This is an optimization exercise on Yosys and OpenROAD, whose aim is small area, a short achievable clock period and few clock cycles, not a production implementation.
Function was checked by simulation only, so behaviour that the tests miss may differ from the original.
Power is estimated from default activity; no workload was simulated.

$ cat flow/flow/run.sh
#!/bin/bash
# The standard layout (standard.sh), with plain buf_2 cells as the port
# buffers instead of the delay cells buffer_ports picks by default.
set -euo pipefail
export BUFFER_PORTS_ARGS="-buffer_cell sky130_fd_sc_hd__buf_2"
bash standard.sh > standard.log 2>&1
$ cat flow/standard.sh
#!/bin/bash
# synth_recipe.tcl (not shown) runs the flow's synth.tcl, then flattens the netlist and writes it again
# the make line also repeats each setting of config.mk as NAME=value (left out here)
make -C /OpenROAD-flow-scripts/flow DESIGN_CONFIG=/design/flow/config.mk WORK_HOME=/design/flow/orfs CLKGATE_MAP_FILE= SYNTH_SCRIPT=/design/flow/synth_recipe.tcl "${@:-finish}"
$ cat flow/config.mk
export PLATFORM = sky130hd
export DESIGN_NAME = bp_unit
export DESIGN_NICKNAME = bp_unit
export VERILOG_FILES = /design/flow/design.v
export SDC_FILE = /design/flow/constraint.sdc
export NUM_CORES = 4
export LEC_CHECK = 0
export ABC_CLOCK_PERIOD_IN_PS = 2500
export CAP_MARGIN = 20
export CORE_MARGIN = 2
export CORE_UTILIZATION = 40
export CTS_BUF_LIST = sky130_fd_sc_hd__clkbuf_8
export CTS_CLUSTER_SIZE = 30
export GPL_TIMING_DRIVEN = 1
export SETUP_SLACK_MARGIN = 2.7
export SLEW_MARGIN = 20
$ cat flow/constraint.sdc
create_clock -name core_clock -period 5.0 [get_ports {clk}]
set_input_delay 1.0000 -clock core_clock [delete_from_list [all_inputs] [get_ports {clk}]]
set_output_delay 1.0000 -clock core_clock [all_outputs]
set_load 0.01 [all_outputs]
$ cat flow/design.v
`default_nettype none
package bp_pkg;
    localparam int PHT_SIZE    = 128;
    localparam int PHT_INDEX_W = $clog2(PHT_SIZE);
    localparam int PC_W = 32;
    localparam int CTR_W = 2;
    localparam logic [CTR_W-1:0] CTR_INIT = 2'd1;
    localparam int STAT_W = 16;
    typedef enum logic [6:0] {
        kind_br   = 7'b1100011,
        kind_jal  = 7'b1101111,
        kind_jalr = 7'b1100111
    } br_kind_t;
    typedef enum logic [1:0] {
        st_idle   = 2'd0,
        st_lookup = 2'd1,
        st_read   = 2'd2,
        st_ack    = 2'd3
    } hs_state_t;
endpackage
`default_nettype wire
`timescale 1ns/1ps
`default_nettype none
import bp_pkg::*;
module bp_index_stage (
    input  logic                           clk,
    input  logic                           rst,
    input  logic                           pred_req,
    input  logic [bp_pkg::PC_W-1:0]        pred_pc,
    input  logic [bp_pkg::PHT_INDEX_W-1:0] ghr,
    input  logic [bp_pkg::PHT_SIZE-1:0]    tk_bits,
    output logic                           pred_ack,
    output logic                           pred_taken,
    output logic [bp_pkg::PHT_INDEX_W-1:0] pred_index
);
    logic                   req_q;
    logic [PHT_INDEX_W-1:0] index;
    logic [1:0]             half_tk;
    assign index = pred_pc[PHT_INDEX_W+1:2] ^ ghr;
    always_ff @(posedge clk) begin
        if (rst) begin
            req_q <= 1'b0;
        end else begin
            req_q <= pred_req;
        end
    end
    assign pred_ack = pred_req & req_q;
    always_ff @(posedge clk) begin
        pred_index <= index;
        for (int h = 0; h < 2; h++) begin
            half_tk[h] <= (index[PHT_INDEX_W-1] == h[0]) &
                          tk_bits[{h[0], index[PHT_INDEX_W-2:0]}];
        end
    end
    assign pred_taken = |half_tk;
endmodule
`default_nettype wire
`timescale 1ns/1ps
`default_nettype none
import bp_pkg::*;
module pht_table (
    input  logic                           clk,
    input  logic                           rst,
    input  logic [bp_pkg::PHT_INDEX_W-1:0] res_index,
    input  logic                           upd_en,
    input  logic [bp_pkg::PHT_INDEX_W-1:0] upd_index,
    input  logic                           upd_taken,
    output logic [bp_pkg::PHT_SIZE-1:0]    tk_bits
);
    logic [CTR_W-1:0] ctrs [PHT_SIZE];
    logic [CTR_W-1:0] cand [4];
    logic [CTR_W-1:0] old;
    logic [CTR_W-1:0] wdata;
    logic [7:0]       we_hi;
    logic [15:0]      we_lo;
    always_comb begin
        for (int i = 0; i < PHT_SIZE; i++) begin
            tk_bits[i] = ctrs[i][CTR_W-1];
        end
    end
    always_ff @(posedge clk) begin
        for (int q = 0; q < 4; q++) begin
            cand[q] <= ctrs[{q[1:0], res_index[PHT_INDEX_W-3:0]}];
        end
    end
    assign old = cand[upd_index[PHT_INDEX_W-1:PHT_INDEX_W-2]];
    assign wdata[1] = ~rst & ((old[1] & old[0]) | (upd_taken & (old[1] | old[0])));
    assign wdata[0] =  rst | ((old[1] & ~old[0]) | (upd_taken & (old[1] | ~old[0])));
    always_comb begin
        for (int j = 0; j < 8; j++) begin
            we_hi[j] = rst | (upd_en & (upd_index[6:4] == j[2:0]));
        end
        for (int k = 0; k < 16; k++) begin
            we_lo[k] = rst | (upd_index[3:0] == k[3:0]);
        end
    end
    always_ff @(posedge clk) begin
        for (int i = 0; i < PHT_SIZE; i++) begin
            if (we_hi[i/16] & we_lo[i%16]) begin
                ctrs[i] <= wdata;
            end
        end
    end
endmodule
`default_nettype wire
`timescale 1ns/1ps
`default_nettype none
import bp_pkg::*;
module bp_resolve_stage (
    input  logic                           clk,
    input  logic                           rst,
    input  logic                           res_req,
    input  bp_pkg::br_kind_t               res_kind,
    input  logic [bp_pkg::PHT_INDEX_W-1:0] res_index,
    input  logic                           res_taken,
    output logic                           res_ack,
    output logic [bp_pkg::PHT_INDEX_W-1:0] ghr,
    output logic                           upd_en,
    output logic [bp_pkg::PHT_INDEX_W-1:0] upd_index,
    output logic                           upd_taken,
    output logic                           stat_en,
    output logic                           is_br,
    output logic                           is_jal,
    output logic                           is_jalr
);
    logic rdy;
    logic req_q;
    always_ff @(posedge clk) begin
        if (rst) begin
            rdy   <= 1'b0;
            req_q <= 1'b0;
        end else begin
            rdy   <= 1'b1;
            req_q <= res_req;
        end
    end
    assign res_ack = res_req & rdy;
    assign is_br   = (res_kind == kind_br);
    assign is_jal  = (res_kind == kind_jal);
    assign is_jalr = (res_kind == kind_jalr);
    assign stat_en = res_req & ~req_q;
    always_ff @(posedge clk) begin
        if (rst) begin
            upd_en <= 1'b0;
        end else begin
            upd_en <= stat_en & is_br;
        end
        upd_index <= res_index;
        upd_taken <= res_taken;
    end
    always_ff @(posedge clk) begin
        if (rst) begin
            ghr <= '0;
        end else if (upd_en) begin
            ghr <= {ghr[PHT_INDEX_W-2:0], upd_taken};
        end
    end
endmodule
`default_nettype wire
`timescale 1ns/1ps
`default_nettype none
import bp_pkg::*;
module mispredict_stats (
    input  logic                      clk,
    input  logic                      rst,
    input  logic                      stat_en,
    input  logic                      is_br,
    input  logic                      is_jal,
    input  logic                      is_jalr,
    input  logic                      stat_miss,
    output logic [bp_pkg::STAT_W-1:0] br_total,
    output logic [bp_pkg::STAT_W-1:0] br_missed,
    output logic [bp_pkg::STAT_W-1:0] jal_total,
    output logic [bp_pkg::STAT_W-1:0] jal_missed,
    output logic [bp_pkg::STAT_W-1:0] jalr_total,
    output logic [bp_pkg::STAT_W-1:0] jalr_missed
);
    logic [5:0]        inc;
    logic [STAT_W-1:0] cnt  [6];
    logic [STAT_W-1:0] carry [6];
    assign inc[0] = stat_en & is_br;
    assign inc[1] = stat_en & is_br & stat_miss;
    assign inc[2] = stat_en & is_jal;
    assign inc[3] = stat_en & is_jal & stat_miss;
    assign inc[4] = stat_en & is_jalr;
    assign inc[5] = stat_en & is_jalr & stat_miss;
    always_comb begin
        for (int c = 0; c < 6; c++) begin
            carry[c][0] = 1'b1;
            for (int i = 1; i < STAT_W; i++) begin
                carry[c][i] = carry[c][i-1] & cnt[c][i-1];
            end
        end
    end
    always_ff @(posedge clk) begin
        for (int c = 0; c < 6; c++) begin
            cnt[c] <= {STAT_W{~rst}} & (cnt[c] ^ ({STAT_W{inc[c]}} & carry[c]));
        end
    end
    assign br_total    = cnt[0];
    assign br_missed   = cnt[1];
    assign jal_total   = cnt[2];
    assign jal_missed  = cnt[3];
    assign jalr_total  = cnt[4];
    assign jalr_missed = cnt[5];
endmodule
`default_nettype wire
`timescale 1ns/1ps
`default_nettype none
import bp_pkg::*;
module bp_unit (
    input  logic                           clk,
    input  logic                           rst,
    input  logic                           pred_req,
    input  logic [bp_pkg::PC_W-1:0]        pred_pc,
    output logic                           pred_ack,
    output logic                           pred_taken,
    output logic [bp_pkg::PHT_INDEX_W-1:0] pred_index,
    input  logic                           res_req,
    input  bp_pkg::br_kind_t               res_kind,
    input  logic [bp_pkg::PHT_INDEX_W-1:0] res_index,
    input  logic                           res_taken,
    input  logic                           res_mispred,
    output logic                           res_ack,
    output logic [bp_pkg::STAT_W-1:0]      br_total,
    output logic [bp_pkg::STAT_W-1:0]      br_missed,
    output logic [bp_pkg::STAT_W-1:0]      jal_total,
    output logic [bp_pkg::STAT_W-1:0]      jal_missed,
    output logic [bp_pkg::STAT_W-1:0]      jalr_total,
    output logic [bp_pkg::STAT_W-1:0]      jalr_missed
);
    logic [PHT_INDEX_W-1:0] ghr;
    logic                   upd_en;
    logic [PHT_INDEX_W-1:0] upd_index;
    logic                   upd_taken;
    logic                   stat_en;
    logic                   is_br;
    logic                   is_jal;
    logic                   is_jalr;
    logic [PHT_SIZE-1:0]    tk_bits;
    bp_index_stage index_stage (
        .clk          (clk),
        .rst          (rst),
        .pred_req     (pred_req),
        .pred_pc      (pred_pc),
        .ghr          (ghr),
        .tk_bits      (tk_bits),
        .pred_ack     (pred_ack),
        .pred_taken   (pred_taken),
        .pred_index   (pred_index)
    );
    pht_table pht (
        .clk          (clk),
        .rst          (rst),
        .res_index    (res_index),
        .upd_en       (upd_en),
        .upd_index    (upd_index),
        .upd_taken    (upd_taken),
        .tk_bits      (tk_bits)
    );
    bp_resolve_stage resolve_stage (
        .clk          (clk),
        .rst          (rst),
        .res_req      (res_req),
        .res_kind     (res_kind),
        .res_index    (res_index),
        .res_taken    (res_taken),
        .res_ack      (res_ack),
        .ghr          (ghr),
        .upd_en       (upd_en),
        .upd_index    (upd_index),
        .upd_taken    (upd_taken),
        .stat_en      (stat_en),
        .is_br        (is_br),
        .is_jal       (is_jal),
        .is_jalr      (is_jalr)
    );
    mispredict_stats stats (
        .clk          (clk),
        .rst          (rst),
        .stat_en      (stat_en),
        .is_br        (is_br),
        .is_jal       (is_jal),
        .is_jalr      (is_jalr),
        .stat_miss    (res_mispred),
        .br_total     (br_total),
        .br_missed    (br_missed),
        .jal_total    (jal_total),
        .jal_missed   (jal_missed),
        .jalr_total   (jalr_total),
        .jalr_missed  (jalr_missed)
    );
endmodule
`default_nettype wire
==> implementation parameters, run 1 <==
Parameter                              Value

Worst setup path
  Crit Path Class    in -> reg
  Setup crit start kind    input port
  Critical path's largest stage delay    ~0.57 ns
  Launch point of the worst reg-to-reg path    resolve_stage.ghr[0]$_SDFFE_PP0P_
  List of cells traversed by the critical path    clkbuf_4 > or3_4 > nor2_2 > a22o_1 > a221oi_1 > nand4_1 > o32a_1
  Worst setup startpoint    res_index[1]
  Data required time of the worst path    5.55 ns
  Data arrival at the endpoint of the critical path    2.88 ns
  Worst path slowest cell    sky130_fd_sc_hd__nor2_2
  Reg2Reg Setup Slack    2.70 ns
  Capturing point of the worst reg2reg path    index_stage.half_tk[0]$_DFF_P_
  Critical-path maximum fanout    9
  Category of the worst setup path capture point    flip-flop
  Worst r2r path cells    7

Power and ir drop
  Power density over the cells    368 nW/um^2
  Worst VDD drop    about 190 uV
  LEAKAGE    7.21 nW
  Design Power    7.19 mW

Job
  Max cap viols    0

Worst hold path
  Hold path depth    1
  HP Start    pht.ctrs[64][0]$_DFFE_PP_
  Hold EP    pht.cand[2][0]$_DFF_P_
  Hold WC Path Type    reg -> reg

GRT
  Initial antenna violation count    4
  Global-route wire length before repair    roughly 76 mm
  Total congestion overflow after global routing    0
  Pin count of the biggest net entering global routing    129
  GR Util All Layers    between 20% and 30%
  Via count of the first global-routing pass    12037

CTS
  TritonCTS clock tree    built
  Count of clock tree sinks    388
  Clock-pin slew of the registers on the worst-case setup and hold paths    0.06 ns
  Buffer cell driving the clock tree root    sky130_fd_sc_hd__clkbuf_8
  H-Tree Depth    3
  Number of buffers created by CTS    66
  Longest Clk Path Bufs    3
  Clock latency on the worst-skew pair    0.61 ns

Placed design
  Buffers on Ports    132
  Post-detailed-placement half-perimeter wirelength    33.1 mm
  GP Congestion    between 0.9 and 1

Status
  Run status  no timing/DRC/antenna violations

Floorplanning
  Number of standard-cell rows in the floorplan    73
  Area of the die    approximately 42000 um^2
  Effective utilization at floorplan    40.4%
  Die extent in y    204 um
  DIE WIDTH    204 um
  Area of the core region    between 30000 and 40000 um^2
  I/O pin cnt    158

Detailed routing
  Post-route DRC    0
  Routed length per instance    roughly 25 um
  Total number of vias    12106
  Total iterations of the first detailed-routing run    6
  Detail Route Antenna Nets    0
  Initial drt markers    1416
  Via density per instance    roughly 5.8
  Total length of routed wires    approximately 52 mm

Synthesis
  Most numerous cell in the Yosys netlist    sky130_fd_sc_hd__nor2_1
  Synth Flop Type    sky130_fd_sc_hd__edfxtp_1
  Leading area contributor after synthesis    sky130_fd_sc_hd__edfxtp_1
  Mean Syn Cell Area    12.3 um^2
  Seq/Total Area, Yosys    64.6%
  Share of the synthesized area in the top cell type    roughly 48%
  Leading cell types by total area after synthesis    sky130_fd_sc_hd__edfxtp_1 48%, sky130_fd_sc_hd__dfxtp_1 17%, sky130_fd_sc_hd__nor2_1 6.3%
  Number of library cell types mapped by synthesis    45
  Number of nets produced by synthesis    around 1400
  Top cells by count, synth    269 x sky130_fd_sc_hd__nor2_1, 256 x sky130_fd_sc_hd__edfxtp_1, 132 x sky130_fd_sc_hd__dfxtp_1, 88 x sky130_fd_sc_hd__nand2_1, 58 x sky130_fd_sc_hd__nand3_1
  Total standard cell area after synthesis    16000 um^2
  FF+latch count, synth    388
  Number of synthesized flops with an enable pin    256
  Number of warning messages in the yosys log    8
  Synthesized netlist cell count    1298
  Share of synthesized flip-flops with an asynchronous set or reset    0%

Timing
  Transition time at the pin with the least slew margin    1.08 ns
  Total count of max-transition violations in the final report    0
  Fin crit period    2.33 ns
  Final setup vio count    0
  Total negative setup slack    0 ns
  Setup skew after layout    0.0316 ns
  Hold Vio Cnt, Final    0
  Top achievable clock speed    approximately 0.43 GHz
  Period utilization    46.6%
  RSZ-0062 raised after global routing    yes
  Slew Limit Headroom    27.5%

Cells and area
  Final core occ    49.5%
  Share of final-layout standard cells stronger than drive strength 1    26.8%
  Layout filler cell count    roughly 3500
  Layout-stage area growth over the synthesis result    22.4%
  Number of nets in the layout    between 1500 and 2000
worst max-delay path by stage:
stage / slack (ns) / to / cells past startpoint
2_1_floorplan: 2.12 / pht.ctrs[0][1]$_DFFE_PP_ / 3
3_3_place_gp: 1.39 / index_stage.half_tk[1]$_DFF_P_ / 8
3_5_place_dp: 1.35 / index_stage.half_tk[1]$_DFF_P_ / 8
4_1_cts: 2.58 / index_stage.half_tk[1]$_DFF_P_ / 8
5_1_grt: 2.59 / index_stage.half_tk[0]$_DFF_P_ / 7
6_report: 2.67 / pht.cand[1][0]$_DFF_P_ / 7
per-stage QoR:
| stage | setup slack, ns | hold WS [ns] | instance area [um^2] | std cells |
|---|---|---|---|---|
| 4_1_cts | 2.58 | 0.483 | 19400 | 2073 |
| 2_1_floorplan | 2.12 | 0.439 | 16500 | 1298 |
| 6_report | 2.67 | 0.493 | 19600 | 2088 |
| 5_1_grt | 2.59 | 0.488 | 19600 | 2086 |
| 3_5_place_dp | 1.35 | 0.483 | 17900 | 1949 |
| 3_3_place_gp | 1.39 | 0.469 | 17900 | 1948 |
state kept, by name, indices dropped and copies added, names as in the netlist:
register,cells
resolve_stage.rdy,1
pht.cand,8
stats.cnt,96
pht.ctrs,256
index_stage.req_q,1
resolve_stage.upd_index,7
resolve_stage.ghr,7
resolve_stage.upd_taken,1
resolve_stage.req_q,1
index_stage.pred_index,7
resolve_stage.upd_en,1
index_stage.half_tk,2
power breakdown:
group / switching (mW) / internal (mW) / total (mW)
logic: 0.424 / 0.183 / 0.607
registers: 0.113 / 3.71 / 3.82
clock network: 1.30 / 1.46 / 2.76
final cells by class:
cell class                      count  area [um^2]  area share (%)
Tap cell                          525          657            3.36
Antenna cell                        2         5.00          0.0256
Sequential cell                   388        10300            52.8
Clock buffer                       74         1020            5.21
Timing Repair Buffer              182         1130            5.79
Multi-Input combinational cell    857         6100            31.2
Clock inverter                     43          244            1.25
Inverter                           17         68.8           0.352
layout by cell type (no fill, tap or decap), types with 10 or more instances in the layout:
cell	instances
sky130_fd_sc_hd__edfxtp_1	256
sky130_fd_sc_hd__nor2_1	250
sky130_fd_sc_hd__dfxtp_1	127
sky130_fd_sc_hd__buf_2	123
sky130_fd_sc_hd__nand2_1	80
sky130_fd_sc_hd__clkbuf_8	74
sky130_fd_sc_hd__nand3_1	52
sky130_fd_sc_hd__xor2_1	52
sky130_fd_sc_hd__a22oi_1	45
sky130_fd_sc_hd__buf_4	44
sky130_fd_sc_hd__nand4_1	42
sky130_fd_sc_hd__inv_1	41
sky130_fd_sc_hd__xnor2_1	35
sky130_fd_sc_hd__a22o_1	33
sky130_fd_sc_hd__mux4_2	26
sky130_fd_sc_hd__a221oi_1	22
sky130_fd_sc_hd__a21oi_1	22
sky130_fd_sc_hd__a221oi_2	15
sky130_fd_sc_hd__nor2b_1	15
sky130_fd_sc_hd__nor2_4	11
sky130_fd_sc_hd__and3_1	10
cell families (layout without fill, tap and decap cells):
logic type                 count (synthesis)  after routing  share of synthesized area [%]
buffers and inverters                     56            316                           1.43
xor gates and xnor gates                  92             92                           5.04
AOI/OAI and AO/OA                        177            178                           8.41
adders and majority gates                  6              6                          0.470
and+or+nand+nor                          546            548                           15.9
muxes                                     33             33                           4.10
DFF                                      388            388                           64.6
other                                      0              2                              0
worst max-delay path, delay by kind of cell:
kind                   cells  cell delay, ns
and+or+nand+nor            3            1.24
AOI/OAI and AO/OA          3            0.46
buffers and inverters      1            0.17
layer usage:
layer | part of all wire (%) | wire length (um) | up-vias | track usage (%)
met4 | 5.3 | 2760 | 6 | 13.0
met1 | 39 | 20300 | 5838 | 32.4
met5 | 0.072 | 37 | - | 0
li1 | - | - | 5302 | -
met2 | 43 | 22100 | 761 | 36.6
met3 | 12 | 6300 | 199 | 8.47
timing repair:
| action | in CTS | in global routing |
|---|---|---|
| endpoints found under the hold margin | 0 | 0 |
| resized for setup | 46 | 17 |
| gates cloned | 1 | 2 |
| setup buffers | 6 | 11 |
| hold buffers | 0 | 0 |
| endpoints found under the setup margin | 180 | 176 |
| pin swaps | 6 | 4 |
Testbench counts, summed over its fixed seeds: cycles 60,000.
==> run 2, diff against run 1 <==
--- a/flow/config.mk
+++ b/flow/config.mk
@@ -11,6 +11,5 @@
 export CORE_UTILIZATION = 40
 export CTS_BUF_LIST = sky130_fd_sc_hd__clkbuf_8
 export CTS_CLUSTER_SIZE = 30
-export GPL_TIMING_DRIVEN = 1
 export SETUP_SLACK_MARGIN = 2.7
 export SLEW_MARGIN = 20
==> run 2 against run 1 <==
Still clean. Sequential power about the same. Combinational power about the same. Register-to-register slack about the same. Synthesized area unchanged. Non-clock buffer count unchanged. Final cell count unchanged. Core utilization unchanged. Via count unchanged. Critical endpoint unchanged. Largest power group unchanged. Highest routed layer unchanged.
==> implementation parameters, run 2 <==
Parameter                              Value

Status
  Run status  no timing/DRC/antenna violations (unchanged)

Synthesis
  Synth Flop Type    sky130_fd_sc_hd__edfxtp_1 (unchanged)
  Seq/Total Area, Yosys    64.6% (unchanged)
  Number of library cell types mapped by synthesis    45 (unchanged)
  Share of the synthesized area in the top cell type    48.1% (unchanged)
  Leading cell types by total area after synthesis    sky130_fd_sc_hd__edfxtp_1 48%, sky130_fd_sc_hd__dfxtp_1 17%, sky130_fd_sc_hd__nor2_1 6.3% (unchanged)
  Number of warning messages in the yosys log    8 (unchanged)
  Total standard cell area after synthesis    16000 um^2 (unchanged)
  Mean Syn Cell Area    12.3 um^2 (unchanged)
  Leading area contributor after synthesis    sky130_fd_sc_hd__edfxtp_1 (unchanged)
  FF+latch count, synth    388 (unchanged)
  Number of nets produced by synthesis    1356 (unchanged)
  Share of synthesized flip-flops with an asynchronous set or reset    0% (unchanged)
  Number of synthesized flops with an enable pin    256 (unchanged)
  Most numerous cell in the Yosys netlist    sky130_fd_sc_hd__nor2_1 (unchanged)
  Synthesized netlist cell count    1298 (unchanged)
  Top cells by count, synth    269 x sky130_fd_sc_hd__nor2_1, 256 x sky130_fd_sc_hd__edfxtp_1, 132 x sky130_fd_sc_hd__dfxtp_1, 88 x sky130_fd_sc_hd__nand2_1, 58 x sky130_fd_sc_hd__nand3_1 (unchanged)

Timing
  Fin crit period    2.33 ns (unchanged)
  Transition time at the pin with the least slew margin    1.08 ns (unchanged)
  Total negative setup slack    0 ns (unchanged)
  Total count of max-transition violations in the final report    0 (unchanged)
  RSZ-0062 raised after global routing    yes (unchanged)
  Hold Vio Cnt, Final    0 (unchanged)
  Setup skew after layout    0.0316 ns (unchanged)
  Top achievable clock speed    0.429 GHz (unchanged)
  Period utilization    46.6% (unchanged)
  Slew Limit Headroom    27.5% (unchanged)
  Final setup vio count    0 (unchanged)

Worst setup path
  Critical-path maximum fanout    9 (unchanged)
  Critical path's largest stage delay    0.57 ns (about the same)
  Data required time of the worst path    5.55 ns (about the same)
  Category of the worst setup path capture point    flip-flop (unchanged)
  Crit Path Class    in -> reg (unchanged)
  Data arrival at the endpoint of the critical path    2.88 ns (about the same)
  List of cells traversed by the critical path    clkbuf_4 > or3_4 > nor2_2 > a22o_1 > a221oi_1 > nand4_1 > o32a_1 (unchanged)
  Worst path slowest cell    sky130_fd_sc_hd__nor2_2 (unchanged)
  Setup crit start kind    input port (unchanged)

Detailed routing
  Total length of routed wires    51.5 mm (unchanged)
  Via density per instance    5.80 (unchanged)
  Total number of vias    12106 (unchanged)
  Post-route DRC    0 (unchanged)
  Routed length per instance    24.7 um (unchanged)
  Detail Route Antenna Nets    0 (unchanged)
  Initial drt markers    1416 (unchanged)
  Total iterations of the first detailed-routing run    6 (unchanged)

Cells and area
  Number of nets in the layout    1570 (unchanged)
  Layout filler cell count    3502 (unchanged)
  Register containing the most flip-flops in the final layout    pht.ctrs (unchanged)
  Layout Cell Area excl Fill    19600 um^2 (unchanged)
  Commonest cells after routing, fill and taps aside    256 x sky130_fd_sc_hd__edfxtp_1, 250 x sky130_fd_sc_hd__nor2_1, 127 x sky130_fd_sc_hd__dfxtp_1, 123 x sky130_fd_sc_hd__buf_2, 80 x sky130_fd_sc_hd__nand2_1 (unchanged)
  Most common cell after layout, fill and taps aside    sky130_fd_sc_hd__edfxtp_1 (unchanged)
  Layout-stage area growth over the synthesis result    22.4% (unchanged)
  Number of flip-flops in the largest register    256 (unchanged)
  Largest regs    pht.ctrs x256, stats.cnt x96, pht.cand x8 (unchanged)
  Share of final-layout standard cells stronger than drive strength 1    26.8% (unchanged)

CTS
  Buffer cell driving the clock tree root    sky130_fd_sc_hd__clkbuf_8 (unchanged)
  Number of buffers created by CTS    66 (unchanged)
  Longest Clk Path Bufs    3 (unchanged)
  Count of clock tree sinks    388 (unchanged)
  H-Tree Depth    3 (unchanged)
  Clock-pin slew of the registers on the worst-case setup and hold paths    0.06 ns (about the same)
  Quantity of hold-fixing buffers added after cts    0 (unchanged)
  TritonCTS clock tree    built (unchanged)
  Clock latency on the worst-skew pair    0.61 ns (about the same)

Worst hold path
  Hold WC Path Type    reg -> reg (unchanged)

Power and ir drop
  Internal power consumption    5.36 mW (unchanged)
  Power density over the cells    368 nW/um^2 (unchanged)
  Switching power    1.83 mW (unchanged)
  Fraction of power spent switching nets    25.5% (unchanged)
  LEAKAGE    7.21 nW (unchanged)
  Combinational power share    8.4% (about the same)
  Power share of the sequential group    53.2% (about the same)
  Worst VDD drop    188 uV (unchanged)
  Clk network pwr share    38.4% (about the same)

Placed design
  GP Congestion    0.958 (unchanged)
  Placed instance area    17900 um^2 (unchanged)
  Buffers on Ports    132 (unchanged)
  Post-detailed-placement half-perimeter wirelength    33.1 mm (unchanged)

Floorplanning
  DIE WIDTH    204 um (unchanged)
  Die extent in y    204 um (unchanged)
  Area of the core region    39500 um^2 (unchanged)
  Number of standard-cell rows in the floorplan    73 (unchanged)
  Effective utilization at floorplan    40.4% (unchanged)
  I/O pin cnt    158 (unchanged)
  Area of the die    41600 um^2 (unchanged)

GRT
  Pin count of the biggest net entering global routing    129 (unchanged)
  Via count of the first global-routing pass    12037 (unchanged)
  GR Util All Layers    24.8% (unchanged)
  Total congestion overflow after global routing    0 (unchanged)
  Global-route wire length before repair    76.0 mm (unchanged)
  Initial antenna violation count    4 (unchanged)

Job
  Max cap viols    0 (unchanged)
run 2: final timing paths:
path / from / to / slack [ns] / cells after the start
min: pht.ctrs[64][0]$_DFFE_PP_ / pht.cand[2][0]$_DFF_P_ / 0.49 / 1
max reg2reg: resolve_stage.ghr[0]$_SDFFE_PP0P_ / index_stage.half_tk[0]$_DFF_P_ / 2.70 / 7
min reg2reg: pht.ctrs[64][0]$_DFFE_PP_ / pht.cand[2][0]$_DFF_P_ / 0.49 / 1
max: res_index[1] / pht.cand[1][0]$_DFF_P_ / 2.67 / 7
run 2: layer usage:
layer	wire [um]	part of all wire, %	global-route usage [%]	vias to the layer above
li1	-	-	-	5302
met5	37	0.072	0	-
met3	6300	12	8.47	199
met2	22100	43	36.6	761
met1	20300	39	32.4	5838
met4	2760	5.3	13.0	6
run 2: cell type report:
| cell class | count | area [um^2] | area share (%) |
|---|---|---|---|
| clock inverter | 43 | 244 | 1.25 |
| sequential | 388 | 10300 | 52.8 |
| inverter | 17 | 68.8 | 0.352 |
| clock buffer | 74 | 1020 | 5.21 |
| timing repair buffer | 182 | 1130 | 5.79 |
| antenna | 2 | 5.00 | 0.0256 |
| multi-input combinational | 857 | 6100 | 31.2 |
| tap | 525 | 657 | 3.36 |
run 2: kinds of logic (layout without fill, tap and decap cells):
family / count (synthesis) / in the layout / share of synthesized area [%]
other cells: 0 / 2 / 0
compound gates: 177 / 178 / 8.41
buf+inv: 56 / 316 / 1.43
mux: 33 / 33 / 4.10
xor+xnor: 92 / 92 / 5.04
simple gates: 546 / 548 / 15.9
fa+ha+maj: 6 / 6 / 0.470
flops: 388 / 388 / 64.6
run 2: what timing repair did:
action / in CTS / in global routing
pin swaps: 6 / 4
endpoints found under the hold margin: 0 / 0
setup endpoints to repair: 180 / 176
resized for setup: 46 / 17
gates cloned: 1 / 2
setup buffers: 6 / 11
run 2: through the flow:
stage,setup WS (ns),total power [mW],hold slack [ns],util [%],std cells
floorplan,2.12,4.17,0.439,-,1298
global placement,1.39,4.43,0.469,45.2,1948
detailed placement,1.35,4.44,0.483,45.2,1949
CTS,2.58,7.21,0.483,49.0,2073
global route,2.59,7.43,0.488,49.4,2086
finish,2.67,7.19,0.493,49.5,2088
run 2: critical path: cells and delay by family:
kind	cells	cell delay, ns
buf+inv	1	0.17
simple gates	3	1.24
compound gates	3	0.46
run 2: power by group through the flow:
stage	Combinational [mW]	Sequential, mW	Clock, mW
floorplan	0.339	3.83	0
global placement	0.550	3.88	0
detailed placement	0.557	3.88	0
CTS	0.584	3.82	2.81
global route	0.646	3.83	2.96
finish	0.607	3.82	2.76
==> run 3, diff against run 2 <==
==> flow/flow/run.sh (replaced) <==
#!/bin/bash
# The standard layout (standard.sh), with plain buf_1 cells as the port
# buffers instead of the delay cells buffer_ports picks by default.
set -euo pipefail
export BUFFER_PORTS_ARGS="-buffer_cell sky130_fd_sc_hd__buf_1"
bash standard.sh > standard.log 2>&1
==> run 3 against run 2 <==
Synthesized area did not move. Via count up 0.43%. Setup slack worse by 0.014 ns. Power is 0.99% lower. Critical path depth down 4. First-iteration DRC count increased by 3.2%. Clock skew grew 0.00091 ns. Register-to-register slack gained 0.06 ns. Largest power group unchanged. Highest routed layer is now met4.
==> implementation parameters, run 3 <==
Parameter                              Value

Status
  Run status  no timing/DRC/antenna violations (unchanged)

Power and ir drop
  Internal power consumption    5.32 mW (was 5.36 mW)
  LEAKAGE    6.82 nW (was 7.21 nW)
  Design Power    7.12 mW (was 7.19 mW)
  Switching power    1.80 mW (was 1.83 mW)
  Fraction of power spent switching nets    25.3% (was 25.5%)
  Combinational power share    8.6% (was 8.4%)
  Worst VDD drop    214 uV (was 188 uV)
  Clk network pwr share    37.7% (was 38.4%)
  Power share of the sequential group    53.7% (was 53.2%)
  Power density over the cells    364 nW/um^2 (was 368 nW/um^2)

Job
  Max cap viols    0 (unchanged)

Cells and area
  Most common cell after layout, fill and taps aside    sky130_fd_sc_hd__edfxtp_1 (unchanged)
  Layout filler cell count    3482 (was 3502)
  FF/Latch Area    10300 um^2 (about the same)
  Final core occ    49.4% (was 49.5%)
  Non-filler cells, final    2093 (was 2088)
  Commonest cells after routing, fill and taps aside    256 x sky130_fd_sc_hd__edfxtp_1, 248 x sky130_fd_sc_hd__nor2_1, 126 x sky130_fd_sc_hd__dfxtp_1, 110 x sky130_fd_sc_hd__buf_1, 80 x sky130_fd_sc_hd__nand2_1 (was 256 x sky130_fd_sc_hd__edfxtp_1, 250 x sky130_fd_sc_hd__nor2_1, 127 x sky130_fd_sc_hd__dfxtp_1, 123 x sky130_fd_sc_hd__buf_2, 80 x sky130_fd_sc_hd__nand2_1)
  Number of flip-flops in the largest register    256 (unchanged)
  Share of final-layout standard cells stronger than drive strength 1    20.4% (was 26.8%)
  Largest regs    pht.ctrs x256, stats.cnt x96, pht.cand x8 (unchanged)
  Number of nets in the layout    1573 (was 1570)
  Register containing the most flip-flops in the final layout    pht.ctrs (unchanged)
  Layout-stage area growth over the synthesis result    22.4% (about the same)
  Layout Cell Area excl Fill    19600 um^2 (about the same)
  Footprint of the multi-input gates    6120 um^2 (was 6100 um^2)

Worst setup path
  Setup crit start kind    input port (unchanged)
  Data required time of the worst path    4.00 ns (was 5.55 ns)
  Crit Path Class    in -> out (was in -> reg)
  Data arrival at the endpoint of the critical path    1.35 ns (was 2.88 ns)
  Category of the worst setup path capture point    output pin (was flip-flop)
  Critical-path maximum fanout    2 (was 9)

Floorplanning
  I/O pin cnt    158 (unchanged)
  Area of the die    41600 um^2 (unchanged)
  Area of the core region    39500 um^2 (unchanged)
  Effective utilization at floorplan    40.4% (unchanged)
  Number of standard-cell rows in the floorplan    73 (unchanged)
  Die extent in y    204 um (unchanged)
  DIE WIDTH    204 um (unchanged)

Detailed routing
  Routed length per instance    24.6 um (was 24.7 um)
  Detail Route Antenna Nets    0 (unchanged)
  Initial drt markers    1462 (was 1416)
  Total iterations of the first detailed-routing run    6 (unchanged)
  Post-route DRC    0 (unchanged)
  Total length of routed wires    51.5 mm (about the same)
  Total number of vias    12158 (was 12106)
  Via density per instance    5.81 (was 5.80)

Synthesis
  Seq/Total Area, Yosys    64.6% (unchanged)
  Most numerous cell in the Yosys netlist    sky130_fd_sc_hd__nor2_1 (unchanged)
  Post-synthesis simple-gate area fraction    15.9% (unchanged)
  Number of nets produced by synthesis    1356 (unchanged)
  Mux contribution to synthesized area    4.10% (unchanged)
  Adder-cell share of the synthesized area    0.470% (unchanged)
  Leading area contributor after synthesis    sky130_fd_sc_hd__edfxtp_1 (unchanged)
  Synthesized netlist cell count    1298 (unchanged)
  Mean Syn Cell Area    12.3 um^2 (unchanged)
  Leading cell types by total area after synthesis    sky130_fd_sc_hd__edfxtp_1 48%, sky130_fd_sc_hd__dfxtp_1 17%, sky130_fd_sc_hd__nor2_1 6.3% (unchanged)
  Share of the synthesized area in the top cell type    48.1% (unchanged)
  Share of synthesized flip-flops with an asynchronous set or reset    0% (unchanged)
  Compound-cell area share of the yosys netlist    8.41% (unchanged)
  FF+latch count, synth    388 (unchanged)
  Top cells by count, synth    269 x sky130_fd_sc_hd__nor2_1, 256 x sky130_fd_sc_hd__edfxtp_1, 132 x sky130_fd_sc_hd__dfxtp_1, 88 x sky130_fd_sc_hd__nand2_1, 58 x sky130_fd_sc_hd__nand3_1 (unchanged)
  Main combinational cell family by area after synthesis    simple AND/OR/NAND/NOR gates (unchanged)
  Total standard cell area after synthesis    16000 um^2 (unchanged)
  Synth Flop Type    sky130_fd_sc_hd__edfxtp_1 (unchanged)
  Number of synthesized flops with an enable pin    256 (unchanged)
  Xor and xnor area share after synthesis    5.04% (unchanged)
  Number of warning messages in the yosys log    8 (unchanged)
  Number of library cell types mapped by synthesis    45 (unchanged)

Placed design
  Buffers on Ports    132 (unchanged)
  Post-Place Setup Slack    1.48 ns (was 1.35 ns)
  Cell count after placement    1950 (was 1949)
  Post-detailed-placement half-perimeter wirelength    32.4 mm (was 33.1 mm)
  GP Congestion    0.956 (was 0.958)
  Placed instance area    17700 um^2 (was 17900 um^2)

CTS
  H-Tree Depth    2 (was 3)
  Number of buffers created by CTS    61 (was 66)
  Count of clock tree sinks    388 (unchanged)
  Clock latency on the worst-skew pair    0.64 ns (was 0.61 ns)
  Quantity of hold-fixing buffers added after cts    0 (unchanged)
  Clock-pin slew of the registers on the worst-case setup and hold paths    0.06 ns (about the same)
  Buffer cell driving the clock tree root    sky130_fd_sc_hd__clkbuf_8 (unchanged)
  Longest Clk Path Bufs    3 (unchanged)
  TritonCTS clock tree    built (unchanged)

Timing
  Top achievable clock speed    0.426 GHz (was 0.429 GHz)
  Slew Limit Headroom    34.3% (was 27.5%)
  Total negative setup slack    0 ns (unchanged)
  Min setup slack post-route    2.65 ns (was 2.67 ns)
  Final setup vio count    0 (unchanged)
  Hold Vio Cnt, Final    0 (unchanged)
  Setup skew after layout    0.0325 ns (was 0.0316 ns)
  Transition time at the pin with the least slew margin    0.982 ns (was 1.08 ns)
  Total count of max-transition violations in the final report    0 (unchanged)
  RSZ-0062 raised after global routing    yes (unchanged)
  Fin crit period    2.35 ns (was 2.33 ns)
  Final-layout worst hold slack    0.476 ns (was 0.493 ns)
  Period utilization    46.9% (was 46.6%)

GRT
  Initial antenna violation count    1 (was 4)
  GR Util All Layers    24.5% (was 24.8%)
  Total congestion overflow after global routing    0 (unchanged)
  Via count of the first global-routing pass    11658 (was 12037)
  Global-route wire length before repair    74.7 mm (was 76.0 mm)
  Pin count of the biggest net entering global routing    129 (unchanged)

Worst hold path
  Hold WC Path Type    in -> reg (was reg -> reg)
run 3: cell type report:
| class | count | area share, % |
|---|---|---|
| antenna | 1 | 0.0128 |
| clock buffer | 73 | 5.14 |
| clock inverter | 42 | 1.15 |
| inverter | 17 | 0.352 |
| multi-input combinational | 856 | 31.3 |
| sequential | 388 | 52.9 |
| tap | 525 | 3.36 |
| timing repair buffer | 191 | 5.85 |
run 3: routing by layer:
| metal | global-route usage (%) | wire length, um | vias to the layer above |
|---|---|---|---|
| met5 | 0 | 0 | - |
| met4 | 12.2 | 2630 | 0 |
| met3 | 7.99 | 5770 | 170 |
| met2 | 36.9 | 22700 | 761 |
| met1 | 31.7 | 20400 | 5899 |
| li1 | - | - | 5328 |
run 3: critical path, cell delays in order:
cell and delay, ns:
sky130_fd_sc_hd__buf_6 0.09, sky130_fd_sc_hd__and2_4 0.14, sky130_fd_sc_hd__buf_6 0.11
run 3: what timing repair did:
action | CTS | global route
resized for setup | 60 | 38
buffers inserted | 6 | 16
gates cloned | 3 | 2
pin swaps | 5 | 12
endpoints found under the setup margin | 158 | 106
run 3: worst paths after layout:
check,from,end,slack (ns),depth (start not counted)
worst min register to register,pht.ctrs[64][0]$_DFFE_PP_,pht.cand[2][0]$_DFF_P_,0.50,1
worst min-delay path,res_index[5],resolve_stage.upd_index[5]$_DFF_P_,0.48,1
worst max register to register,resolve_stage.ghr[0]$_SDFFE_PP0P_,index_stage.half_tk[1]$_DFF_P_,2.76,7
worst max-delay path,pred_req,pred_ack,2.65,3
run 3: cell families (layout without fill, tap and decap cells):
kind of cell             Yosys count  count (layout)
flip-flops                       388             388
AO/OA/AOI/OAI                    177             177
adder cells (fa/ha/maj)            6               6
XOR/XNOR                          92              92
other                              0               1
multiplexers                      33              33
AND/OR/NAND/NOR                  546             548
buffers and inverters             56             323
run 3: power by group through the flow:
stage | sequential (mW) | clock (mW) | combinational [mW]
finish | 3.82 | 2.68 | 0.613
global route | 3.83 | 2.85 | 0.648
CTS | 3.82 | 2.74 | 0.585
detailed placement | 3.88 | 0 | 0.553
global placement | 3.88 | 0 | 0.549
floorplan | 3.83 | 0 | 0.339
==> run 4, diff against run 3 <==
==> flow/flow/run.sh (replaced) <==
#!/bin/bash
# The standard layout (standard.sh) with two changes: plain buf_2 cells as
# the port buffers instead of the delay cells buffer_ports picks by default,
# and clock tree leaf clusters sized by a looser max-cap derate, so fewer
# leaf buffers drive the registers.
set -euo pipefail
export BUFFER_PORTS_ARGS="-buffer_cell sky130_fd_sc_hd__buf_2"
export CTS_ARGS="-sink_clustering_enable -repair_clock_nets -sink_clustering_size 16 -sink_clustering_max_diameter 60 -buf_list sky130_fd_sc_hd__clkbuf_8 -sink_buffer_max_cap_derate 0.5"
bash standard.sh > standard.log 2>&1
==> run 4 against run 3 <==
Setup slack worse by 0.0083 ns. Combinational power about the same. Routed wire length down 1.0%. Critical path depth is 5 higher. Sequential power barely moved. Global-route usage about the same. Non-clock buffer count is 2 higher. Final cell count decreased by 2.5%. Clock skew down 0.013 ns. Clock power down 28%. Register-to-register slack improved by 0.04 ns.
==> implementation parameters, run 4 <==
Parameter                              Value

Timing
  RSZ-0062 raised after global routing    yes (unchanged)
  Slew Limit Headroom    25.8% (was 34.3%)
  Top achievable clock speed    0.425 GHz (was 0.426 GHz)
  Hold Vio Cnt, Final    0 (unchanged)
  Total count of max-transition violations in the final report    0 (unchanged)
  Min setup slack post-route    2.65 ns (about the same)
  Fin crit period    2.35 ns (about the same)
  Final setup vio count    0 (unchanged)
  Total negative setup slack    0 ns (unchanged)
  Setup skew after layout    0.0197 ns (was 0.0325 ns)
  Final-layout worst hold slack    0.500 ns (was 0.476 ns)
  Period utilization    47.1% (was 46.9%)
  Transition time at the pin with the least slew margin    1.11 ns (was 0.982 ns)

Floorplanning
  Number of standard-cell rows in the floorplan    73 (unchanged)
  Area of the core region    39500 um^2 (unchanged)
  Die extent in y    204 um (unchanged)
  DIE WIDTH    204 um (unchanged)
  Effective utilization at floorplan    40.4% (unchanged)
  I/O pin cnt    158 (unchanged)
  Area of the die    41600 um^2 (unchanged)

CTS
  Clock latency on the worst-skew pair    0.59 ns (was 0.64 ns)
  Number of buffers created by CTS    34 (was 61)
  Clock-pin slew of the registers on the worst-case setup and hold paths    0.10 ns (was 0.06 ns)
  Buffer cell driving the clock tree root    sky130_fd_sc_hd__clkbuf_8 (unchanged)
  H-Tree Depth    2 (unchanged)
  Longest Clk Path Bufs    3 (unchanged)
  Count of clock tree sinks    388 (unchanged)
  TritonCTS clock tree    built (unchanged)
  Quantity of hold-fixing buffers added after cts    0 (unchanged)

Power and ir drop
  Combinational power share    9.7% (was 8.6%)
  Power density over the cells    332 nW/um^2 (was 364 nW/um^2)
  Switching power    1.66 mW (was 1.80 mW)
  Worst VDD drop    155 uV (was 214 uV)
  Internal power consumption    4.69 mW (was 5.32 mW)
  LEAKAGE    6.89 nW (was 6.82 nW)
  Clk network pwr share    30.2% (was 37.7%)
  Design Power    6.35 mW (was 7.12 mW)
  Fraction of power spent switching nets    26.1% (was 25.3%)
  Power share of the sequential group    60.1% (was 53.7%)

GRT
  Total congestion overflow after global routing    0 (unchanged)
  Initial antenna violation count    4 (was 1)
  Global-route wire length before repair    74.7 mm (about the same)
  Pin count of the biggest net entering global routing    129 (unchanged)
  GR Util All Layers    24.4% (was 24.5%)
  Via count of the first global-routing pass    11667 (was 11658)

Placed design
  Post-Place Setup Slack    1.35 ns (was 1.48 ns)
  Buffers on Ports    132 (unchanged)
  Post-detailed-placement half-perimeter wirelength    33.1 mm (was 32.4 mm)
  GP Congestion    0.958 (was 0.956)
  Cell count after placement    1949 (was 1950)
  Placed instance area    17900 um^2 (was 17700 um^2)

Cells and area
  Number of flip-flops in the largest register    256 (unchanged)
  Layout Cell Area excl Fill    19100 um^2 (was 19600 um^2)
  Final core occ    48.3% (was 49.4%)
  Register containing the most flip-flops in the final layout    pht.ctrs (unchanged)
  Layout-stage area growth over the synthesis result    19.6% (was 22.4%)
  Commonest cells after routing, fill and taps aside    256 x sky130_fd_sc_hd__edfxtp_1, 250 x sky130_fd_sc_hd__nor2_1, 126 x sky130_fd_sc_hd__dfxtp_1, 125 x sky130_fd_sc_hd__buf_2, 80 x sky130_fd_sc_hd__nand2_1 (was 256 x sky130_fd_sc_hd__edfxtp_1, 248 x sky130_fd_sc_hd__nor2_1, 126 x sky130_fd_sc_hd__dfxtp_1, 110 x sky130_fd_sc_hd__buf_1, 80 x sky130_fd_sc_hd__nand2_1)
  Non-filler cells, final    2040 (was 2093)
  Share of final-layout standard cells stronger than drive strength 1    26.2% (was 20.4%)
  Largest regs    pht.ctrs x256, stats.cnt x96, pht.cand x8 (unchanged)
  Most common cell after layout, fill and taps aside    sky130_fd_sc_hd__edfxtp_1 (unchanged)
  Number of nets in the layout    1548 (was 1573)

Synthesis
  Adder-cell share of the synthesized area    0.470% (unchanged)
  Number of nets produced by synthesis    1356 (unchanged)
  Number of warning messages in the yosys log    8 (unchanged)
  Mean Syn Cell Area    12.3 um^2 (unchanged)
  Top cells by count, synth    269 x sky130_fd_sc_hd__nor2_1, 256 x sky130_fd_sc_hd__edfxtp_1, 132 x sky130_fd_sc_hd__dfxtp_1, 88 x sky130_fd_sc_hd__nand2_1, 58 x sky130_fd_sc_hd__nand3_1 (unchanged)
  Mux contribution to synthesized area    4.10% (unchanged)
  Share of synthesized flip-flops with an asynchronous set or reset    0% (unchanged)
  Leading cell types by total area after synthesis    sky130_fd_sc_hd__edfxtp_1 48%, sky130_fd_sc_hd__dfxtp_1 17%, sky130_fd_sc_hd__nor2_1 6.3% (unchanged)
  Total standard cell area after synthesis    16000 um^2 (unchanged)
  Xor and xnor area share after synthesis    5.04% (unchanged)
  Number of library cell types mapped by synthesis    45 (unchanged)
  Main combinational cell family by area after synthesis    simple AND/OR/NAND/NOR gates (unchanged)
  Post-synthesis simple-gate area fraction    15.9% (unchanged)
  Most numerous cell in the Yosys netlist    sky130_fd_sc_hd__nor2_1 (unchanged)
  Compound-cell area share of the yosys netlist    8.41% (unchanged)
  Synthesized netlist cell count    1298 (unchanged)
  Seq/Total Area, Yosys    64.6% (unchanged)
  Number of synthesized flops with an enable pin    256 (unchanged)
  Synth Flop Type    sky130_fd_sc_hd__edfxtp_1 (unchanged)
  Share of the synthesized area in the top cell type    48.1% (unchanged)
  Leading area contributor after synthesis    sky130_fd_sc_hd__edfxtp_1 (unchanged)
  FF+latch count, synth    388 (unchanged)

Detailed routing
  Via density per instance    5.88 (was 5.81)
  Total number of vias    11990 (was 12158)
  Total length of routed wires    51.0 mm (was 51.5 mm)
  Post-route DRC    0 (unchanged)
  Total iterations of the first detailed-routing run    6 (unchanged)
  Detail Route Antenna Nets    0 (unchanged)
  Routed length per instance    25.0 um (was 24.6 um)
  Initial drt markers    1301 (was 1462)

Worst setup path
  Data required time of the worst path    5.51 ns (was 4.00 ns)
  Critical-path maximum fanout    9 (was 2)
  Worst r2r path cells    8 (was 7)
  Worst setup startpoint    res_index[4] (was pred_req)
  Critical path destination    pht.cand[3][0]$_DFF_P_ (was pred_ack)
  Category of the worst setup path capture point    flip-flop (was output pin)
  Crit Path Class    in -> reg (was in -> out)
  Data arrival at the endpoint of the critical path    2.87 ns (was 1.35 ns)
  Launch point of the worst reg-to-reg path    resolve_stage.ghr[0]$_SDFFE_PP0P_ (unchanged)
  Capturing point of the worst reg2reg path    index_stage.half_tk[1]$_DFF_P_ (unchanged)
  Reg2Reg Setup Slack    2.80 ns (was 2.76 ns)
  Setup crit start kind    input port (unchanged)

Job
  Max cap viols    0 (unchanged)

Worst hold path
  Hold WC Path Type    reg -> reg (was in -> reg)

Status
  Run status  no timing/DRC/antenna violations (unchanged)
[run 4: worst max-delay path, stage by stage]
cell and delay (ns):
sky130_fd_sc_hd__buf_2 0.16, sky130_fd_sc_hd__or2_4 0.33, sky130_fd_sc_hd__buf_4 0.16, sky130_fd_sc_hd__nor3_4 0.53, sky130_fd_sc_hd__a221o_1 0.30, sky130_fd_sc_hd__a221oi_2 0.05
sky130_fd_sc_hd__nand4_1 0.15, sky130_fd_sc_hd__o32a_1 0.19
[run 4: layer usage]
metal	GRT usage, %	vias up	wire, um
li1	-	5230	-
met1	32.7	5830	20800
met2	36.2	740	21900
met3	7.38	184	5580
met4	11.9	6	2700
met5	0	-	34
[run 4: layout make-up]
| class | count | area (um^2) |
|---|---|---|
| timing repair buffer | 193 | 1230 |
| tap | 525 | 657 |
| sequential | 388 | 10300 |
| antenna | 1 | 2.50 |
| fill | 3517 | 20400 |
| clock inverter | 24 | 191 |
| clock buffer | 36 | 495 |
| multi-input combinational | 856 | 6120 |
| inverter | 17 | 73.8 |
[run 4: power groups by stage]
stage                     Sequential, mW  Clock, mW  Combinational, mW
after floorplan                     3.83          0              0.339
after global placement              3.88          0              0.550
after detailed placement            3.88          0              0.557
after CTS                           3.81       1.96              0.585
after global routing                3.83       2.07              0.652
final                               3.82       1.92              0.615
[run 4: timing repair]
item	in CTS	in global routing
setup endpoints to repair	194	32
cloned	1	2
buffers inserted	7	20
gates resized for setup	47	27
pin swaps	5	10
[run 4: how the worst min path moves through the flow]
stage               slack [ns]                              end                 startpoint  depth (start not counted)
floorplan                 0.44           pht.cand[0][0]$_DFF_P_   pht.ctrs[0][0]$_DFFE_PP_                          1
global placement          0.47         stats.cnt[3][15]$_DFF_P_   stats.cnt[3][15]$_DFF_P_                          2
detailed placement        0.48           pht.cand[2][0]$_DFF_P_  pht.ctrs[64][0]$_DFFE_PP_                          1
CTS                       0.49  resolve_stage.upd_taken$_DFF_P_                  res_taken                          1
global route              0.50  resolve_stage.upd_taken$_DFF_P_                  res_taken                          1
finish                    0.50         stats.cnt[3][15]$_DFF_P_   stats.cnt[3][15]$_DFF_P_                          2
[run 4: kinds of logic after synthesis]
group	count (synthesis)
AO/OA/AOI/OAI	177
flip-flops	388
XOR/XNOR	92
multiplexers	33
AND/OR/NAND/NOR	546
buffers and inverters	56
adder cells (fa/ha/maj)	6
==> run 5, diff against run 4 <==
==> flow/flow/run.sh (replaced) <==
#!/bin/bash
# The standard layout (standard.sh) with two changes: plain buf_2 cells as
# the port buffers instead of the delay cells buffer_ports picks by default,
# and clock tree leaf clusters sized by a looser max-cap derate, so fewer
# leaf buffers drive the registers, with no dummy loads.
set -euo pipefail
export BUFFER_PORTS_ARGS="-buffer_cell sky130_fd_sc_hd__buf_2"
export CTS_ARGS="-sink_clustering_enable -repair_clock_nets -sink_clustering_size 16 -sink_clustering_max_diameter 60 -buf_list sky130_fd_sc_hd__clkbuf_8 -sink_buffer_max_cap_derate 0.5 -dont_use_dummy_load"
bash standard.sh > standard.log 2>&1
--- a/flow/config.mk
+++ b/flow/config.mk
@@ -11,5 +11,5 @@
 export CORE_UTILIZATION = 40
 export CTS_BUF_LIST = sky130_fd_sc_hd__clkbuf_8
 export CTS_CLUSTER_SIZE = 30
-export SETUP_SLACK_MARGIN = 2.7
+export SETUP_SLACK_MARGIN = 2.75
 export SLEW_MARGIN = 20
==> run 5 against run 4 <==
Still clean on timing, DRC and antenna. Final cell count increased by 0.78%. Non-clock buffer count grew 42. Clock power shrank 14%. Largest cell class unchanged. Highest routed layer unchanged.
==> implementation parameters, run 5 <==
Parameter                              Value

Detailed routing
  Post-route DRC    0 (unchanged)
  Detail Route Antenna Nets    0 (unchanged)
  Routed length per instance    25.4 um (was 25.0 um)
  Total length of routed wires    52.2 mm (was 51.0 mm)
  Total number of vias    12121 (was 11990)
  Via density per instance    5.90 (was 5.88)
  Initial drt markers    1339 (was 1301)
  Total iterations of the first detailed-routing run    5 (was 6)

Cells and area
  Layout-stage area growth over the synthesis result    21.9% (was 19.6%)
  Number of nets in the layout    1591 (was 1548)
  Share of final-layout standard cells stronger than drive strength 1    28.5% (was 26.2%)
  Commonest cells after routing, fill and taps aside    256 x sky130_fd_sc_hd__edfxtp_1, 253 x sky130_fd_sc_hd__nor2_1, 121 x sky130_fd_sc_hd__dfxtp_1, 119 x sky130_fd_sc_hd__buf_2, 82 x sky130_fd_sc_hd__buf_4 (was 256 x sky130_fd_sc_hd__edfxtp_1, 250 x sky130_fd_sc_hd__nor2_1, 126 x sky130_fd_sc_hd__dfxtp_1, 125 x sky130_fd_sc_hd__buf_2, 80 x sky130_fd_sc_hd__nand2_1)
  Layout filler cell count    3517 (unchanged)
  Largest regs    pht.ctrs x256, stats.cnt x96, pht.cand x8 (unchanged)
  Register containing the most flip-flops in the final layout    pht.ctrs (unchanged)
  Layout Cell Area excl Fill    19500 um^2 (was 19100 um^2)
  Most common cell after layout, fill and taps aside    sky130_fd_sc_hd__edfxtp_1 (unchanged)
  FF/Latch Area    10300 um^2 (about the same)
  Antenna diodes    0 (was 1)
  Footprint of the multi-input gates    6200 um^2 (was 6120 um^2)
  Number of flip-flops in the largest register    256 (unchanged)

Status
  Run status  no timing/DRC/antenna violations (unchanged)

CTS
  TritonCTS clock tree    built (unchanged)
  Number of buffers created by CTS    36 (was 34)
  Longest Clk Path Bufs    3 (unchanged)
  Buffer cell driving the clock tree root    sky130_fd_sc_hd__clkbuf_8 (unchanged)
  Clock-pin slew of the registers on the worst-case setup and hold paths    0.08 ns (was 0.10 ns)
  Clock latency on the worst-skew pair    0.58 ns (was 0.59 ns)
  Quantity of hold-fixing buffers added after cts    0 (unchanged)
  H-Tree Depth    2 (unchanged)
  Count of clock tree sinks    388 (unchanged)

Placed design
  Buffers on Ports    132 (unchanged)
  Placed instance area    17900 um^2 (about the same)
  GP Congestion    0.960 (was 0.958)
  Post-detailed-placement half-perimeter wirelength    32.9 mm (was 33.1 mm)
  Post-Place Setup Slack    1.74 ns (was 1.35 ns)

Worst setup path
  Critical-path maximum fanout    3 (was 9)
  Worst r2r path cells    5 (was 8)
  Critical path's top delay family    buffers and inverters (was simple AND/OR/NAND/NOR gates)
  Setup crit start kind    input port (unchanged)
  Critical path's largest stage delay    0.13 ns (was 0.53 ns)
  Category of the worst setup path capture point    output pin (was flip-flop)
  Number of stages on the worst setup path    3 (was 8)
  Worst Path Buf+Inv    2 (unchanged)
  Crit Path Class    in -> out (was in -> reg)
  List of cells traversed by the critical path    buf_8 > and2_4 > buf_6 (was buf_2 > or2_4 > buf_4 > nor3_4 > a221o_1 > a221oi_2 > nand4_1 > o32a_1)
  Data required time of the worst path    4.00 ns (was 5.51 ns)
  Worst path slowest cell    sky130_fd_sc_hd__and2_4 (was sky130_fd_sc_hd__nor3_4)
  Data arrival at the endpoint of the critical path    1.34 ns (was 2.87 ns)

Synthesis
  Most numerous cell in the Yosys netlist    sky130_fd_sc_hd__nor2_1 (unchanged)
  Synthesized netlist cell count    1298 (unchanged)
  Top cells by count, synth    269 x sky130_fd_sc_hd__nor2_1, 256 x sky130_fd_sc_hd__edfxtp_1, 132 x sky130_fd_sc_hd__dfxtp_1, 88 x sky130_fd_sc_hd__nand2_1, 58 x sky130_fd_sc_hd__nand3_1 (unchanged)
  Total standard cell area after synthesis    16000 um^2 (unchanged)
  Number of library cell types mapped by synthesis    45 (unchanged)
  Seq/Total Area, Yosys    64.6% (unchanged)
  Synth Flop Type    sky130_fd_sc_hd__edfxtp_1 (unchanged)
  FF+latch count, synth    388 (unchanged)
  Number of nets produced by synthesis    1356 (unchanged)
  Leading area contributor after synthesis    sky130_fd_sc_hd__edfxtp_1 (unchanged)
  Share of synthesized flip-flops with an asynchronous set or reset    0% (unchanged)
  Leading cell types by total area after synthesis    sky130_fd_sc_hd__edfxtp_1 48%, sky130_fd_sc_hd__dfxtp_1 17%, sky130_fd_sc_hd__nor2_1 6.3% (unchanged)
  Share of the synthesized area in the top cell type    48.1% (unchanged)
  Number of synthesized flops with an enable pin    256 (unchanged)
  Mean Syn Cell Area    12.3 um^2 (unchanged)
  Number of warning messages in the yosys log    8 (unchanged)

Floorplanning
  Area of the die    41600 um^2 (unchanged)
  Number of standard-cell rows in the floorplan    73 (unchanged)
  I/O pin cnt    158 (unchanged)
  Die extent in y    204 um (unchanged)
  Area of the core region    39500 um^2 (unchanged)
  Effective utilization at floorplan    40.4% (unchanged)
  DIE WIDTH    204 um (unchanged)

Worst hold path
  Hold WC Path Type    reg -> reg (unchanged)
  Hold path depth    2 (unchanged)

Timing
  RSZ-0062 raised after global routing    yes (unchanged)
  Slew Limit Headroom    24.0% (was 25.8%)
  Total count of max-transition violations in the final report    0 (unchanged)
  Total negative setup slack    0 ns (unchanged)
  Period utilization    46.8% (was 47.1%)
  Fin crit period    2.34 ns (was 2.35 ns)
  Top achievable clock speed    0.428 GHz (was 0.425 GHz)
  Final setup vio count    0 (unchanged)
  Setup skew after layout    0.0496 ns (was 0.0197 ns)
  Hold Vio Cnt, Final    0 (unchanged)
  Transition time at the pin with the least slew margin    1.14 ns (was 1.11 ns)
  Min setup slack post-route    2.66 ns (was 2.65 ns)

Power and ir drop
  Worst VDD drop    158 uV (was 155 uV)
  Power share of the sequential group    62.4% (was 60.1%)
  LEAKAGE    7.11 nW (was 6.89 nW)
  Clk network pwr share    27.1% (was 30.2%)
  Fraction of power spent switching nets    25.4% (was 26.1%)
  Internal power consumption    4.56 mW (was 4.69 mW)
  Combinational power share    10.5% (was 9.7%)
  Switching power    1.55 mW (was 1.66 mW)
  Power density over the cells    314 nW/um^2 (was 332 nW/um^2)

GRT
  Pin count of the biggest net entering global routing    129 (unchanged)
  GR Util All Layers    24.8% (was 24.4%)
  Initial antenna violation count    3 (was 4)
  Total congestion overflow after global routing    0 (unchanged)
  Via count of the first global-routing pass    11580 (was 11667)
  Global-route wire length before repair    75.5 mm (was 74.7 mm)

Job
  Max cap viols    0 (unchanged)
run 5: changes by cell type in the layout (fill, tap and decap cells not counted), sizes merged:
cell      delta
buf         +40
bufbuf       +1
clkbuf       +1
diode        -1
clkinvlp     -3
bufinv       -2
clkinv       -8
o21ai        -1
inv         -11
run 5: final timing paths:
kind / from / to / slack [ns]
min: stats.cnt[3][15]$_DFF_P_ / stats.cnt[3][15]$_DFF_P_ / 0.50
min reg2reg: stats.cnt[3][15]$_DFF_P_ / stats.cnt[3][15]$_DFF_P_ / 0.50
max reg2reg: resolve_stage.upd_index[6]$_DFF_P_ / pht.ctrs[34][0]$_DFFE_PP_ / 2.82
max: res_req / res_ack / 2.66
run 5: stage by stage:
stage	power [mW]	hold WS (ns)	utilization (%)	instances
3_5_place_dp	4.44	0.465	45.3	1954
6_report	6.11	0.501	49.3	2056
3_3_place_gp	4.44	0.456	45.3	1953
2_1_floorplan	4.17	0.439	-	1298
4_1_cts	6.09	0.481	48.0	2021
5_1_grt	6.31	0.495	49.3	2056
run 5: cell type report:
class	count	area share (%)
clock buffer	36	2.54
timing repair buffer	235	8.78
sequential	388	53.1
tap	525	3.37
inverter	17	0.392
multi-input combinational	855	31.8
run 5: what timing repair did:
item                                    CTS  global route
pin swaps                                19            34
endpoints found under the setup margin  177           193
resized for setup                        62            54
setup buffers                            28            34
gates cloned                              3             1
run 5: cells by family after synthesis:
family          count (synthesis)  synth area share [%]
xor+xnor                       92                  5.04
simple gates                  546                  15.9
mux                            33                  4.10
flops                         388                  64.6
compound gates                177                  8.41
buf+inv                        56                  1.43
fa+ha+maj                       6                 0.470
run 5: per-layer routing:
layer	global-route usage (%)	share of wire (%)
met2	36.9	43
met5	0	0.065
met4	11.6	5.6
met3	7.24	11
met1	33.3	40
run 5: worst min-delay path, stage by stage, from the launching register on:
cell	delay (ns)
sky130_fd_sc_hd__dfxtp_1	0.33
sky130_fd_sc_hd__o21ai_0	0.07
sky130_fd_sc_hd__a21oi_1	0.06
run 5: power by group through the flow:
| stage | combinational [mW] | sequential, mW | clock (mW) |
|---|---|---|---|
| after floorplan | 0.339 | 3.83 | 0 |
| after global placement | 0.554 | 3.88 | 0 |
| after detailed placement | 0.560 | 3.88 | 0 |
| after CTS | 0.600 | 3.81 | 1.68 |
| after global routing | 0.678 | 3.83 | 1.80 |
| final | 0.641 | 3.82 | 1.65 |
==> run 6, diff against run 5 <==
--- a/flow/config.mk
+++ b/flow/config.mk
@@ -11,5 +11,5 @@
 export CORE_UTILIZATION = 40
 export CTS_BUF_LIST = sky130_fd_sc_hd__clkbuf_8
 export CTS_CLUSTER_SIZE = 30
-export SETUP_SLACK_MARGIN = 2.75
+export SETUP_SLACK_MARGIN = 2.7
 export SLEW_MARGIN = 20
==> run 6 against run 5 <==
Clock skew decreased by 0.011 ns. Clock-buffer cell count decreased by 2. Die area unchanged. Non-clock buffer count decreased by 38. Cell area decreased by 2.6%. Flip-flop and latch count unchanged. Synthesized area unchanged. Largest cell class unchanged. Highest routed layer unchanged.
==> implementation parameters, run 6 <==
Parameter                              Value

GRT
  GR Util All Layers    24.5% (was 24.8%)
  Met3 routing resource usage after global routing    7.06% (was 7.24%)
  Total congestion overflow after global routing    0 (unchanged)
  Most Crowded Layer GR    met2 (unchanged)
  Via count of the first global-routing pass    11680 (was 11580)
  Initial antenna violation count    3 (unchanged)

Worst setup path
  Setup crit start kind    input port (unchanged)
  Crit Path Class    in -> out (unchanged)
  Data arrival at the endpoint of the critical path    1.33 ns (was 1.34 ns)
  Critical-path maximum fanout    2 (was 3)
  List of cells traversed by the critical path    buf_8 > and2_4 > buf_6 (unchanged)

Floorplanning
  I/O pin cnt    158 (unchanged)
  Area of the core region    39500 um^2 (unchanged)
  Die extent in y    204 um (unchanged)
  Effective utilization at floorplan    40.4% (unchanged)

Synthesis
  Number of synthesized flops with an enable pin    256 (unchanged)
  Most numerous cell in the Yosys netlist    sky130_fd_sc_hd__nor2_1 (unchanged)
  Synthesized netlist cell count    1298 (unchanged)
  Top cells by count, synth    269 x sky130_fd_sc_hd__nor2_1, 256 x sky130_fd_sc_hd__edfxtp_1, 132 x sky130_fd_sc_hd__dfxtp_1, 88 x sky130_fd_sc_hd__nand2_1, 58 x sky130_fd_sc_hd__nand3_1 (unchanged)
  Total standard cell area after synthesis    16000 um^2 (unchanged)
  Share of synthesized flip-flops with an asynchronous set or reset    0% (unchanged)
  Share of the synthesized area in the top cell type    48.1% (unchanged)

Detailed routing
  Total iterations of the first detailed-routing run    6 (was 5)
  Routed length per instance    25.5 um (was 25.4 um)
  Via density per instance    5.93 (was 5.90)
  Total number of vias    11966 (was 12121)
  Post-route DRC    0 (unchanged)
  Initial drt markers    1366 (was 1339)

CTS
  Longest Clk Path Bufs    3 (unchanged)
  Buffer cell driving the clock tree root    sky130_fd_sc_hd__clkbuf_8 (unchanged)
  Clock latency on the worst-skew pair    0.58 ns (about the same)
  H-Tree Depth    2 (unchanged)

Timing
  Transition time at the pin with the least slew margin    1.07 ns (was 1.14 ns)
  Total negative setup slack    0 ns (unchanged)
  Period utilization    46.6% (was 46.8%)
  Setup skew after layout    0.0390 ns (was 0.0496 ns)

Cells and area
  Number of nets in the layout    1553 (was 1591)
  Number of flip-flops in the largest register    256 (unchanged)
  Share of final-layout standard cells stronger than drive strength 1    26.2% (was 28.5%)
  Largest regs    pht.ctrs x256, stats.cnt x96, pht.cand x8 (unchanged)
  Register containing the most flip-flops in the final layout    pht.ctrs (unchanged)
  Commonest cells after routing, fill and taps aside    256 x sky130_fd_sc_hd__edfxtp_1, 249 x sky130_fd_sc_hd__nor2_1, 125 x sky130_fd_sc_hd__dfxtp_1, 123 x sky130_fd_sc_hd__buf_2, 80 x sky130_fd_sc_hd__nand2_1 (was 256 x sky130_fd_sc_hd__edfxtp_1, 253 x sky130_fd_sc_hd__nor2_1, 121 x sky130_fd_sc_hd__dfxtp_1, 119 x sky130_fd_sc_hd__buf_2, 82 x sky130_fd_sc_hd__buf_4)
  Layout filler cell count    3521 (was 3517)

Status
  Run status  no timing/DRC/antenna violations (unchanged)

Power and ir drop
  Power density over the cells    319 nW/um^2 (was 314 nW/um^2)
  Worst VDD drop    143 uV (was 158 uV)
  LEAKAGE    6.81 nW (was 7.11 nW)

Placed design
  Post-detailed-placement half-perimeter wirelength    33.1 mm (was 32.9 mm)
  GP Congestion    0.958 (was 0.960)
==> run 6: cell count changes in the layout (fill, tap and decap cells not counted), moves of 5 or more <==
cell	previous run	this run
sky130_fd_sc_hd__buf_4	82	54
sky130_fd_sc_hd__buf_6	23	12
sky130_fd_sc_hd__a21oi_2	5	10
sky130_fd_sc_hd__a221oi_1	15	20
sky130_fd_sc_hd__a221oi_2	22	17
==> run 6: path summary, 6_finish.rpt <==
kind	endpoint	slack, ns	depth (start not counted)
min reg2reg	stats.cnt[3][15]$_DFF_P_	0.50	2
max	res_ack	2.67	3
min	stats.cnt[3][15]$_DFF_P_	0.50	2
max reg2reg	index_stage.half_tk[1]$_DFF_P_	2.77	7
==> run 6: cell type report <==
| class | instances | area [um^2] | share of cell area, % |
|---|---|---|---|
| repair buffers | 197 | 1290 | 6.78 |
| inverters | 17 | 71.3 | 0.376 |
| well taps | 525 | 657 | 3.46 |
| multi-input cells | 857 | 6160 | 32.4 |
| diodes | 1 | 2.50 | 0.0132 |
| clock buffers | 34 | 468 | 2.47 |
| flip-flops and latches | 388 | 10300 | 54.5 |
==> run 6: critical path, delay by kind of cell <==
| kind | cells | cell delay [ns] |
|---|---|---|
| AND/OR/NAND/NOR | 1 | 0.13 |
| buffers and inverters | 2 | 0.20 |
==> run 6: what timing repair did <==
action / 4_1_cts / 5_1_grt
resized for setup: 58 / 26
cloned: 1 / 3
buffers inserted: 12 / 19
pin swaps: 9 / 16
endpoints found under the setup margin: 197 / 33
==> run 6: per-layer routing <==
layer	share of wire [%]	wire [um]	vias up
met3	11	5670	175
met5	0.051	26	-
met4	5.2	2670	4
met1	41	20900	5883
met2	43	22200	689
li1	-	-	5215
==> run 6: kinds of logic after synthesis <==
| family | Yosys count | share of synthesized area, % |
|---|---|---|
| AND/OR/NAND/NOR | 546 | 15.9 |
| flip-flops | 388 | 64.6 |
| AO/OA/AOI/OAI | 177 | 8.41 |
| XOR/XNOR | 92 | 5.04 |
| buffers and inverters | 56 | 1.43 |
| multiplexers | 33 | 4.10 |
| adder cells (fa/ha/maj) | 6 | 0.470 |
==> run 6: metrics by stage <==
stage          setup WS (ns)  hold slack [ns]  cell area (um^2)  cells  power (mW)
2_1_floorplan           2.12            0.439             16500   1298        4.17
5_1_grt                 2.60            0.502             19000   2018        6.25
6_report                2.67            0.500             19000   2019        6.06
3_3_place_gp            1.39            0.469             17900   1948        4.43
3_5_place_dp            1.35            0.483             17900   1949        4.44
4_1_cts                 2.61            0.488             18700   1996        6.06
==> run 6: report_power, final <==
| group | total (mW) | leakage, nW | internal, mW | switching, mW |
|---|---|---|---|---|
| clock | 1.61 | 0.244 | 0.612 | 1.00 |
| sequential | 3.82 | 3.45 | 3.71 | 0.114 |
| combinational | 0.624 | 3.11 | 0.192 | 0.431 |
| total | 6.06 | 6.81 | 4.51 | 1.55 |

Setup slack of run 6, layout unchanged: 2.670 ns with ideal ports, 2.625 ns with driving cells assumed (clock clkbuf_16, inputs buf_2), 2.078 ns with port delays also shifted by the 0.613 ns mid clock arrival.
